From an optimization exercise on the open Yosys and OpenROAD flow, aimed at small area; shortcuts taken in it are not production practice. The RTL was checked by simulation tests, not by an equivalence proof against the original design. Power is estimated from default activity; no workload was simulated. The clock port is modelled as an ideal driver; clocking choices that lean on that would not hold on a real chip.

Setup of rev 12:
==> flow/design.v <==
package mips_isa_pkg;
  typedef logic [31:0] word_t;
  localparam word_t RESET_VECTOR = 32'hbfc0_0000;
endpackage
package mips_ctrl_pkg;
  localparam logic [3:0] ST_CLR  = 4'd0;    
  localparam logic [3:0] ST_F0   = 4'd1;    
  localparam logic [3:0] ST_F1   = 4'd2;    
  localparam logic [3:0] ST_E1   = 4'd3;    
  localparam logic [3:0] ST_E2   = 4'd4;    
  localparam logic [3:0] ST_E3   = 4'd5;    
  localparam logic [3:0] ST_SWD  = 4'd6;    
  localparam logic [3:0] ST_MR   = 4'd7;    
  localparam logic [3:0] ST_MW   = 4'd8;    
  localparam logic [3:0] ST_WB   = 4'd9;    
  localparam logic [3:0] ST_HALT = 4'd10;
endpackage
`timescale 1ns/1ps
module mips_cpu_bus
(
  input  logic       clk,
  input  logic       reset,
  output logic       active,
  output mips_isa_pkg::word_t      register_v0,
  output mips_isa_pkg::word_t      address,
  output logic       write,
  output logic       read,
  input  logic       waitrequest,
  output mips_isa_pkg::word_t      writedata,
  output logic [3:0] byteenable,
  input  mips_isa_pkg::word_t      readdata
);
  function automatic logic [31:0] byte_swap(input logic [31:0] w);
    byte_swap = {w[7:0], w[15:8], w[23:16], w[31:24]};
  endfunction
  logic [4:0]  ph;
  logic        run;
  logic [3:0]  st;
  logic        take, c, z;
  logic [31:0] a_reg, ir, v0, pc;
  logic [4:0]  rr;
  logic [31:0] rdata;
  assign rdata = byte_swap(readdata);
  logic [5:0] op, fn;
  assign op = ir[31:26];
  assign fn = ir[5:0];
  logic is_r, is_j, is_br, is_bne, is_addiu, is_ori, is_lui, is_lw, is_sw, is_mem;
  logic f_sll, f_srl, f_jr, f_sub, f_and, f_or, f_xor, f_sltu;
  logic r_sh, r_sltu, r_jr, r_alu, i_alu;
  assign is_r     = (op == 6'h00);
  assign is_j     = (op == 6'h02);
  assign is_br    = (op[5:1] == 5'b00010);
  assign is_bne   = op[0];
  assign is_addiu = (op == 6'h09);
  assign is_ori   = (op == 6'h0d);
  assign is_lui   = (op == 6'h0f);
  assign is_lw    = (op == 6'h23);
  assign is_sw    = (op == 6'h2b);
  assign is_mem   = is_lw | is_sw;
  assign f_sll  = (fn == 6'h00);
  assign f_srl  = (fn == 6'h02);
  assign f_jr   = (fn == 6'h08);
  assign f_sub  = (fn == 6'h23);
  assign f_and  = (fn == 6'h24);
  assign f_or   = (fn == 6'h25);
  assign f_xor  = (fn == 6'h26);
  assign f_sltu = (fn == 6'h2b);
  assign r_sh   = is_r & (f_sll | f_srl);
  assign r_sltu = is_r & f_sltu;
  assign r_jr   = is_r & f_jr;
  assign r_alu  = is_r & ~f_sll & ~f_srl & ~f_jr & ~f_sltu;
  assign i_alu  = is_addiu | is_ori | is_lui;
  logic s_clr, s_f0, s_f1, s_e1, s_e2, s_e3, s_swd, s_mr, s_mw, s_wb, s_halt;
  assign s_clr  = (st == mips_ctrl_pkg::ST_CLR);
  assign s_f0   = (st == mips_ctrl_pkg::ST_F0);
  assign s_f1   = (st == mips_ctrl_pkg::ST_F1);
  assign s_e1   = (st == mips_ctrl_pkg::ST_E1);
  assign s_e2   = (st == mips_ctrl_pkg::ST_E2);
  assign s_e3   = (st == mips_ctrl_pkg::ST_E3);
  assign s_swd  = (st == mips_ctrl_pkg::ST_SWD);
  assign s_mr   = (st == mips_ctrl_pkg::ST_MR);
  assign s_mw   = (st == mips_ctrl_pkg::ST_MW);
  assign s_wb   = (st == mips_ctrl_pkg::ST_WB);
  assign s_halt = (st == mips_ctrl_pkg::ST_HALT);
  logic rev, first, last, bus_done;
  assign rev      = run & (s_clr | s_f0 | s_e1 | s_e2 | s_e3 | s_swd | s_wb);
  assign first    = (ph == 5'd0);
  assign last     = (ph == 5'd31);
  assign bus_done = (s_f1 | s_mr | s_mw) & ~waitrequest;
  assign read       = s_f1 | s_mr;
  assign write      = s_mw;
  assign byteenable = {4{~s_halt}};    
  assign address    = a_reg;
  assign writedata  = byte_swap(ir);
  assign active     = ~s_halt;
  assign register_v0 = v0;
  logic [31:0] rbit;     
  logic [31:0] we;       
  logic        wen, wbit, rb, sel_rt;
  logic [4:0]  dest;
  genvar gi;
  generate
    for (gi = 0; gi < 32; gi = gi + 1) begin : g_reg
      if (gi == 0) begin : g_zero
        assign rbit[gi] = 1'b0;
      end else if (gi == 2) begin : g_v0
        assign rbit[gi] = v0[ph];
      end else begin : g_ring
        logic [31:0] ring;
        always_ff @(posedge clk) begin
          ring <= {we[gi] ? wbit : ring[0], ring[31:1]};
        end
        assign rbit[gi] = ring[0];
      end
    end
  endgenerate
  assign sel_rt = (s_e1 & (is_r | is_br)) | s_swd;
  assign rb     = rbit[sel_rt ? rr : ir[25:21]];
  always_comb begin
    for (int i = 0; i < 32; i++) begin
      we[i] = (run & s_clr) | (wen & (dest == i[4:0]));
    end
  end
  logic a, b, cinit, cin, sum, cout, res, zbit, zero;
  logic ph_ge2, ph_lt28;
  assign ph_ge2  = |ph[4:1];
  assign ph_lt28 = ~(ph[4] & ph[3] & ph[2]);
  logic [4:0] shamt;
  logic       sh_lt;
  assign shamt = ir[10:6];
  assign sh_lt = (((s_e3 & ~f_sll) ? ~ph : ph) < shamt);
  always_comb begin
    a     = 1'b0;
    b     = 1'b0;
    cinit = 1'b0;
    if (s_f0) begin
      if (!take) begin
        a = pc[0];
        b = (ph == 5'd2);
      end else if (is_j) begin
        a = ~ph_lt28 & pc[0];
        b = ph_ge2 & ph_lt28 & ir[0];
      end else if (is_r) begin
        b = rb;
      end else begin
        a = pc[0];
        b = ph_ge2 & ir[0];
      end
    end else begin
      if (is_r | is_br) begin
        a     = rb;
        b     = a_reg[0] ^ (f_sub | f_sltu);
        cinit = f_sub | f_sltu;
      end else if (is_ori) begin
        a = rb;
        b = ~ph[4] & ir[0];
      end else if (is_lui) begin
        b = ph[4] & ir[0];
      end else begin
        a = rb;
        b = ir[0];
      end
    end
  end
  assign cin  = first ? cinit : c;
  assign sum  = a ^ b ^ cin;
  assign cout = (a & b) | (cin & (a ^ b));
  always_comb begin
    if (is_r & f_and)                 res = a & b;
    else if ((is_r & f_or) | is_ori | is_lui) res = a | b;
    else if (is_r & f_xor)            res = a ^ b;
    else                              res = sum;
  end
  assign zbit = s_f0 ? pc[0] : (rb ^ a_reg[0]);
  assign zero = (first | z) & ~zbit;
  always_comb begin
    wen  = 1'b0;
    wbit = 1'b0;
    if (run) begin
      if ((s_e1 & i_alu) | (s_e2 & r_alu)) begin
        wen  = 1'b1;
        wbit = res;
      end else if (s_e3 & r_sltu) begin
        wen  = 1'b1;
        wbit = first & ~c;
      end else if (s_e3 & r_sh) begin
        wen  = 1'b1;
        wbit = ~sh_lt & a_reg[0];
      end else if (s_wb) begin
        wen  = 1'b1;
        wbit = ir[0];
      end
    end
  end
  assign dest = (s_wb | ~is_r) ? rr : ir[15:11];
  logic a_en, a_in, pc_in, ir_load, sh_full, sh_j, sh_lo;
  always_comb begin
    if (s_f0)                a_in = pc[0];
    else if (s_e1 & is_mem)  a_in = sum;
    else if (s_e1 & (is_r | is_br)) a_in = rb;
    else if (s_e2 & r_sh)    a_in = a_reg[0];
    else                     a_in = wbit;
  end
  assign a_en = rev & ~s_swd & ~(s_e2 & r_sh & ~(sh_lt ^ f_sll));
  assign pc_in = s_clr ? mips_isa_pkg::RESET_VECTOR[ph] : (s_f0 & run) ? sum : pc[0];
  assign ir_load = (s_f1 | s_mr) & ~waitrequest;
  assign sh_full = run & (s_swd | s_wb);
  assign sh_j    = run & s_f0 & take & is_j & ph_ge2;
  assign sh_lo   = run & ((s_f0 & take & is_br & ph_ge2) |
                          (s_e1 & (is_addiu | is_ori | is_mem)) |
                          (s_e1 & is_lui & ph[4]));
  always_ff @(posedge clk) begin
    pc <= {pc_in, pc[31:1]};
    c  <= cout;
    z  <= zero;
    if (a_en) a_reg <= {a_in, a_reg[31:1]};
    if (ir_load) begin
      ir <= rdata;
    end else begin
      if (sh_full)                  ir[31:26] <= {rb, ir[31:27]};
      if (sh_full | sh_j)           ir[25:15] <= ir[26:16];
      if (sh_full | sh_j | sh_lo)   ir[14:0]  <= ir[15:1];
    end
    if (s_f1 & ~waitrequest) rr <= rdata[20:16];
  end
  always_ff @(posedge clk) begin
    if (reset) begin
      v0 <= '0;
    end else if (wen & last & (dest == 5'd2)) begin
      v0 <= {wbit, a_reg[31:1]};
    end
  end
  always_ff @(posedge clk) begin
    if (reset) begin
      ph   <= '0;
      run  <= 1'b1;
      st   <= mips_ctrl_pkg::ST_CLR;
      take <= 1'b0;
    end else begin
      ph <= ph + 5'd1;
      if (last)          run <= 1'b1;
      else if (bus_done) run <= 1'b0;
      if (s_f1 & ~waitrequest) st <= mips_ctrl_pkg::ST_E1;
      if (s_mr & ~waitrequest) st <= mips_ctrl_pkg::ST_WB;
      if (s_mw & ~waitrequest) st <= mips_ctrl_pkg::ST_F0;
      if (run & last) begin
        if (s_clr) st <= mips_ctrl_pkg::ST_F0;
        if (s_f0) begin
          st   <= zero ? mips_ctrl_pkg::ST_HALT : mips_ctrl_pkg::ST_F1;
          take <= 1'b0;
        end
        if (s_e1) begin
          take <= is_j | r_jr;
          if ((is_r & ~f_jr) | is_br) st <= mips_ctrl_pkg::ST_E2;
          else if (is_sw)             st <= mips_ctrl_pkg::ST_SWD;
          else if (is_lw)             st <= mips_ctrl_pkg::ST_MR;
          else                        st <= mips_ctrl_pkg::ST_F0;
        end
        if (s_e2) begin
          take <= is_br & (zero ^ is_bne);
          st   <= (r_sh | r_sltu) ? mips_ctrl_pkg::ST_E3 : mips_ctrl_pkg::ST_F0;
        end
        if (s_e3) st <= mips_ctrl_pkg::ST_F0;
        if (s_swd) st <= mips_ctrl_pkg::ST_MW;
        if (s_wb) st <= mips_ctrl_pkg::ST_F0;
      end
    end
  end
endmodule
export LEC_CHECK = 0
export CAP_MARGIN = 20
export CORE_MARGIN = 2
export CORE_UTILIZATION = 40
export SLEW_MARGIN = 20
create_clock -name core_clock -period 10.0 [get_ports {clk}]
standard.sh (not shown) runs the stock make flow with config.mk's settings and CLKGATE_MAP_FILE= SYNTH_SCRIPT=/design/flow/synth_recipe.tcl, a recipe that flattens the netlist after the stock synthesis.
==> flow/flow/run.sh <==
#!/bin/bash
# The standard layout (standard.sh), with two changes to how it is built:
#  - port buffers use the smallest buffer cell (buf_1) instead of the tool's default pick;
#  - clock tree synthesis uses clkbuf_16 with larger sink clusters and no dummy loads.
set -euo pipefail
export BUFFER_PORTS_ARGS="-buffer_cell sky130_fd_sc_hd__buf_1"
export CTS_ARGS="-sink_clustering_enable -repair_clock_nets -dont_use_dummy_load -buf_list sky130_fd_sc_hd__clkbuf_16 -sink_clustering_size 36 -sink_clustering_max_diameter 80"
bash standard.sh > standard_flow.log 2>&1
What rev 13 does differently from rev 12 at the input level:
==> flow/flow/run.sh <==
#!/bin/bash
# The standard layout (standard.sh) with three changes to how it is built:
#  - synthesis maps the logic with an area-only ABC script (flow/abc_area.script) in place of
#    ORFS's delay-oriented one; everything else in synthesis is ORFS's own, so the registers,
#    their names and their cells are the standard synthesis's;
#  - port buffers use the smallest buffer cell (buf_1);
#  - clock tree synthesis uses clkbuf_16 with larger sink clusters and no dummy loads.
set -euo pipefail
here="$(cd "$(dirname "${BASH_SOURCE[0]}")" && pwd)"
work="$(cd "$here/.." && pwd)"
cd "$work"
rm -rf "$work/orfs_scripts"
cp -r "$FLOW_HOME/scripts" "$work/orfs_scripts"
cp "$here/abc_area.script" "$work/orfs_scripts/abc_speed.script"
export BUFFER_PORTS_ARGS="-buffer_cell sky130_fd_sc_hd__buf_1"
export CTS_ARGS="-sink_clustering_enable -repair_clock_nets -dont_use_dummy_load -buf_list sky130_fd_sc_hd__clkbuf_16 -sink_clustering_size 34 -sink_clustering_max_diameter 80"
bash standard.sh SCRIPTS_DIR="$work/orfs_scripts" finish > "$work/standard_flow.log" 2>&1
==> flow/flow/abc_area.script (new file) <==
strash
dch -f
amap
topo
### Flow results
[rev 13] power after layout rose 1.2% relative to rev 12. A largest family of logic cells by synthesized area of compound AO/OA/AOI/OAI gates is what rev 13 shows, while multiplexers belongs to rev 12. Re maximum number of pins on one net before global-route repair: rev 13 is 4.4% up on rev 12. Rev 13: vertical die dimension 1.4% below rev 12. Going from rev 12 to rev 13, setup slack after layout shrinks by 1.72 ns. Rev 13: clock skew 0.018 ns above rev 12. Sink count of the clock tree came out exactly the same in rev 13 and rev 12. Fraction of area in registers was higher in rev 13 than in rev 12. Compare rev 13 and rev 12 | part of the Yosys area used for sequential elements higher: rev 13. Of rev 13 and rev 12, it is rev 13 that has the higher net switching power of the design. Summary of rev 13 over rev 12: via count of the first global-routing pass went up by 140; first-pass GRT wire length went down by about 1.9%.

what the ideal ports hide:
The flow's constraints put no driver on any port. The routed layouts listed below were extracted and timed again, unchanged, in two steps.
Step 1 (the two cells are an assumption about what drives the block):
set clk [get_ports {clk}]
set_driving_cell -lib_cell sky130_fd_sc_hd__clkbuf_16 $clk
set_driving_cell -lib_cell sky130_fd_sc_hd__buf_2 [delete_from_list [all_inputs] $clk]
Step 2 also shifts input and output timing later by t, the mid clock arrival at the registers, as if the neighbouring blocks saw the same clock.
Three values: no drivers, after step 1, after step 2; two values: the first two.
| run | shift t [ns] | setup WS [ns] | worst setup path at the end |
|---|---|---|---|
| rev 12 | 0.631 | 3.852 / 3.852 / 3.852 | register to register |
| rev 13 | 0.630 | 2.130 / 2.130 / 2.130 | register to register |
After both steps every run listed still meets setup and hold.
